Source: an optimization exercise on an open RTL-to-GDS flow (aim: a short achievable clock period and few clock cycles). Production flows keep margins and buffers that such runs may drop. RTL that was checked went through simulation tests only; none was proved equivalent to the original. Power figures rest on the tool's default switching activity, not on a simulated workload.

// processor
module processor (
    input  logic              clock,
    input  logic              rst_n,
    output cpu_pkg::word_t    address_imem,
    input  cpu_pkg::insn_t    q_imem,
    output cpu_pkg::word_t    address_dmem,
    output cpu_pkg::word_t    data,
    output logic              wren,
    input  cpu_pkg::word_t    q_dmem,
    output logic              ctrl_writeEnable,
    output cpu_pkg::reg_idx_t ctrl_writeReg,
    output cpu_pkg::reg_idx_t ctrl_readRegA,
    output cpu_pkg::reg_idx_t ctrl_readRegB,
    output cpu_pkg::word_t    data_writeReg,
    input  cpu_pkg::word_t    data_readRegA,
    input  cpu_pkg::word_t    data_readRegB
);
Size: ~3600 cells after synthesis, about 280 I/O pins.
Settings: LEC_CHECK=0, ABC_CLOCK_PERIOD_IN_PS=2000, CAP_MARGIN=20, CORE_MARGIN=2, CORE_UTILIZATION=40, SETUP_SLACK_MARGIN=3.5, SLEW_MARGIN=20; clock period 6.5 ns.
run.sh (not shown) runs the stock make flow with config.mk's settings and CLKGATE_MAP_FILE= SYNTH_SCRIPT=/design/flow/synth_recipe.tcl, a recipe that flattens the netlist after the stock synthesis.
The baseline finished clean.
Testbench counts at the start, summed over its fixed seeds: cycles 112,797.
==> next run, changes <==
--- a/flow/design.v
+++ b/flow/design.v
@@ -163,23 +163,21 @@
     assign opa = ({32{a_rf}} & data_readRegA) | ({32{a_ml}} & q_dmem)
                | ({32{a_m}} & m_res) | ({32{a_w}} & w_val);
     assign opb = ({32{b_rf}} & data_readRegB) | ({32{b_ml}} & q_dmem)
                | ({32{b_m}} & m_res) | ({32{b_w}} & w_val);
     assign sum_i = opa + x_imm;
     assign sum_r = opa + opb;
     assign diff  = opa - opb;
-    logic [31:0] sra;
-    assign sra = $signed(opa) >>> x_shamt;
     assign res = ({32{s_addi}} & sum_i)
                | ({32{s_add}}  & sum_r)
                | ({32{s_sub}}  & diff)
                | ({32{s_and}}  & (opa & opb))
                | ({32{s_or}}   & (opa | opb))
                | ({32{s_sll}}  & (opa << x_shamt))
-               | ({32{s_sra}}  & sra)
+               | ({32{s_sra}}  & $unsigned($signed(opa) >>> x_shamt))
                | ({32{s_jal}}  & x_pc1);
     assign taken = (x_bne & (opa != opb)) | (x_blt & ($signed(opa) < $signed(opb)));
     assign misp = xv & (((x_bne | x_blt) & (taken != x_pred))
                         | (x_jr & (opb != x_alt)));
     assign address_dmem     = m_res;
     assign data             = m_st;
     assign wren             = m_sw;
Effect:
- combinational power stays flat
- final area does not change
- cell count does not change
- worst setup slack is unchanged
- utilization stays the same
- die area does not change
- maximum frequency stays the same
- clock power barely changes
- sequential power is about the same
The RTL of the second run of this note was laid out without a check of its function.

* * *

processor, a different RTL version from the one above (not shown whole).
Size: roughly 5700 cells after synthesis, ~1300 flip-flops, about 280 I/O pins, ~60000 sq um of cells after synthesis.
Design processor, start of the top module:
module processor (
    input  logic              clock,
    input  logic              rst_n,
    output cpu_pkg::word_t    address_imem,
    input  cpu_pkg::insn_t    q_imem,
    output cpu_pkg::word_t    address_dmem,
    output cpu_pkg::word_t    data,
    output logic              wren,
    input  cpu_pkg::word_t    q_dmem,
    output logic              ctrl_writeEnable,
    output cpu_pkg::reg_idx_t ctrl_writeReg,
    output cpu_pkg::reg_idx_t ctrl_readRegA,
    output cpu_pkg::reg_idx_t ctrl_readRegB,
    output cpu_pkg::word_t    data_writeReg,
    input  cpu_pkg::word_t    data_readRegA,
    input  cpu_pkg::word_t    data_readRegB
);
clock: 6.5 ns
lec_check: 0
cap_margin: 20
core_margin: 2
core_utilization: 55
setup_slack_margin: 3.6
slew_margin: 20
Testbench counts at the start, summed over its fixed seeds: cycles 117,865.
==> next run, changes <==
--- a/flow/design.v
+++ b/flow/design.v
@@ -304,12 +304,15 @@
     logic [15:0] opa_h, opb_h, addb_h;
     logic [15:0] sum_h, dif_h, lg_h;
     logic [31:0] opa_f, opb_f;
     logic [31:0] sll_f, sra_f;
     logic        ne, lt, taken;
     logic        misp;
+    logic        b2_v_br, b2_v_jr, b2_bne, b2_blt, b2_pred, b2_ne, b2_lt, b2_jrne, b2_back;
+    logic [9:0]  b2_idx;
+    logic [31:0] b2_rec_pc;
     assign mv = m_valid & ~rec;
     assign opa_h  = ({16{ma1s}} & n_sum_hi) | ({16{ma1d}} & n_dif_hi) | ({16{ma1l}} & n_lg_hi)
                   | ({16{ma0}}  & m_a_hi);
     assign opb_h  = ({16{mb1s}} & n_sum_hi) | ({16{mb1d}} & n_dif_hi) | ({16{mb1l}} & n_lg_hi)
                   | ({16{mb0}}  & m_b_hi);
     assign addb_h = ({16{mc1s}} & n_sum_hi) | ({16{mc1d}} & n_dif_hi) | ({16{mc1l}} & n_lg_hi)
@@ -327,15 +330,14 @@
                  | ({16{m_or}}  & (opa_h | opb_h))
                  | ({16{m_sll}} & sll_f[31:16])
                  | ({16{m_sra}} & sra_f[31:16])
                  | ({16{m_jal}} & m_pc1_hi);
     assign ne    = m_ne_lo | (opa_h != opb_h);
     assign lt    = ($signed(opa_h) < $signed(opb_h)) | ((opa_h == opb_h) & m_ltu_lo);
-    assign taken = (m_bne & ne) | (m_blt & lt);
-    assign misp = mv & (((m_bne | m_blt) & (taken != m_pred))
-                        | (m_jr & (opb_f != m_alt)));
+    assign taken = (b2_bne & b2_ne) | (b2_blt & b2_lt);
+    assign misp = (b2_v_br & (taken != b2_pred)) | (b2_v_jr & b2_jrne);
     assign address_dmem     = n_addr;
     assign data             = n_st;
     assign wren             = n_sw;
     assign ctrl_writeEnable = w_wr;
     assign ctrl_writeReg    = w_dest;
     assign data_writeReg    = w_val;
@@ -373,47 +375,47 @@
             end else if (n_go & f_jr) begin
                 ras_sp <= ras_sp - 2'd1;
             end
         end
     end
     always_ff @(posedge clock) begin
-        rec_pc   <= m_jr ? opb_f : m_alt;
+        rec_pc   <= b2_rec_pc;
         d_fix_up <= hi_p;
         d_fix_lo <= f_brt[7:0];
         d_fix_hp <= pc_hi_p;
         d_fix_hm <= pc_hi_m;
     end
     always_ff @(posedge clock) begin
         if (!rst_n) begin
             bht_v <= 16'd0;
             u_v   <= 1'b0;
             for (int i = 0; i < 16; i++) bht_c[i] <= 2'd0;
         end else begin
-            u_v   <= mv & (m_bne | m_blt);
+            u_v   <= b2_v_br;
             if (u_v) begin
                 bht_v[u_idx[3:0]] <= 1'b1;
                 if (!u_bv)                          bht_c[u_idx[3:0]] <= u_t ? 2'd3 : 2'd0;
                 else if (u_t && u_bc != 2'd3)       bht_c[u_idx[3:0]] <= u_bc + 2'd1;
                 else if (!u_t && u_bc != 2'd0)      bht_c[u_idx[3:0]] <= u_bc - 2'd1;
             end
         end
     end
     logic       u_bv;
     logic [1:0] u_bc;
     always_ff @(posedge clock) begin
-        u_bv   <= bht_v[m_idx[3:0]];
-        u_bc   <= bht_c[m_idx[3:0]];
-        u_idx  <= m_idx;
+        u_bv   <= bht_v[b2_idx[3:0]];
+        u_bc   <= bht_c[b2_idx[3:0]];
+        u_idx  <= b2_idx;
         u_t    <= taken;
-        u_back <= m_back;
+        u_back <= b2_back;
     end
     logic [3:0] lp_base;
     logic       lp_same;
     always_ff @(posedge clock) begin
-        lp_same <= (lp_tag[m_idx[3:0]] == m_idx[9:4]);
-        lp_base <= (lp_tag[m_idx[3:0]] == m_idx[9:4]) ? lp_cnt[m_idx[3:0]] : 4'd0;
+        lp_same <= (lp_tag[b2_idx[3:0]] == b2_idx[9:4]);
+        lp_base <= (lp_tag[b2_idx[3:0]] == b2_idx[9:4]) ? lp_cnt[b2_idx[3:0]] : 4'd0;
     end
     always_ff @(posedge clock) begin
         if (!rst_n) begin
             lp_v <= 16'd0;
             for (int i = 0; i < 16; i++) begin
                 lp_cnt[i]  <= 4'd0;
@@ -593,21 +595,34 @@
     end
     always_ff @(posedge clock) begin
         if (!rst_n) begin
             n_wr <= 1'b0;
             n_lw <= 1'b0;
             n_sw <= 1'b0;
+            b2_v_br <= 1'b0;
+            b2_v_jr <= 1'b0;
             w_wr <= 1'b0;
         end else begin
-            n_wr <= mv & m_wr;
-            n_lw <= mv & m_lw;
-            n_sw <= mv & m_sw;
+            n_wr <= mv & ~misp & m_wr;
+            n_lw <= mv & ~misp & m_lw;
+            n_sw <= mv & ~misp & m_sw;
+            b2_v_br <= mv & ~misp & (m_bne | m_blt);
+            b2_v_jr <= mv & ~misp & m_jr;
             w_wr <= n_wr;
         end
     end
     always_ff @(posedge clock) begin
+        b2_bne    <= m_bne;
+        b2_blt    <= m_blt;
+        b2_pred   <= m_pred;
+        b2_ne     <= ne;
+        b2_lt     <= lt;
+        b2_jrne   <= (opb_f != m_alt);
+        b2_back   <= m_back;
+        b2_idx    <= m_idx;
+        b2_rec_pc <= m_jr ? opb_f : m_alt;
         n_dest   <= m_dest;
         n_sum_hi <= sum_h;
         n_dif_hi <= dif_h;
         n_lg_hi  <= lg_h;
         n_r_sum  <= m_r_sum;
         n_r_dif  <= m_r_dif;
Effect: Worst setup slack is better by 0.14 ns; clock-buffer cell count increases by 6; sequential power went up by about 4%; sequential share of layout area is about the same; via count increases by about 2.7%; combinational power went up by about 3%; area after synthesis goes up by about 2.3%; final cell count increases by 2.8%; utilization is higher by 0.59 points; wire length came out higher by about 3.6%; first-iteration DRC count grows by 4.1%; non-clock buffer count climbs by 80; clock skew went up by 0.013 ns; critical path depth rises by 1.
Testbench counts after the change, summed over its fixed seeds: cycles 119,787.

-- static timing again, ports no longer ideal --
The results above use ideal ports. As a check the final layouts listed here were re-extracted and re-timed, cells and wires unchanged. Step 1 (the two cells are an assumption about what drives the block):
set clk [get_ports {clock}]
set_driving_cell -lib_cell sky130_fd_sc_hd__clkbuf_16 $clk
set_driving_cell -lib_cell sky130_fd_sc_hd__buf_2 [delete_from_list [all_inputs] $clk]
Step 2 also shifts input and output timing later by t, the mid clock arrival at the registers, as if the neighbouring blocks saw the same clock. a / b / c = no drivers / after step 1 / after step 2; a / b = the first two.
run	t, ns	slack for setup (ns)	worst setup path after step 2	cell pins on the clock port's net
the first run of note 1	0.707	2.449 / 2.474 / 1.768	input to register	1
the second run of note 1	0.707	2.449 / 2.474 / 1.768	input to register	1
the first run of note 2	0.827	3.149 / 3.149 / 2.841	input to register	1
the second run of note 2	0.826	3.293 / 3.293 / 2.577	input to register	1
After both steps every run listed still meets setup and hold. The setup slack of the second run of note 2, which loses most, moves by 0.000 ns with the drivers and by -0.716 ns with both steps.
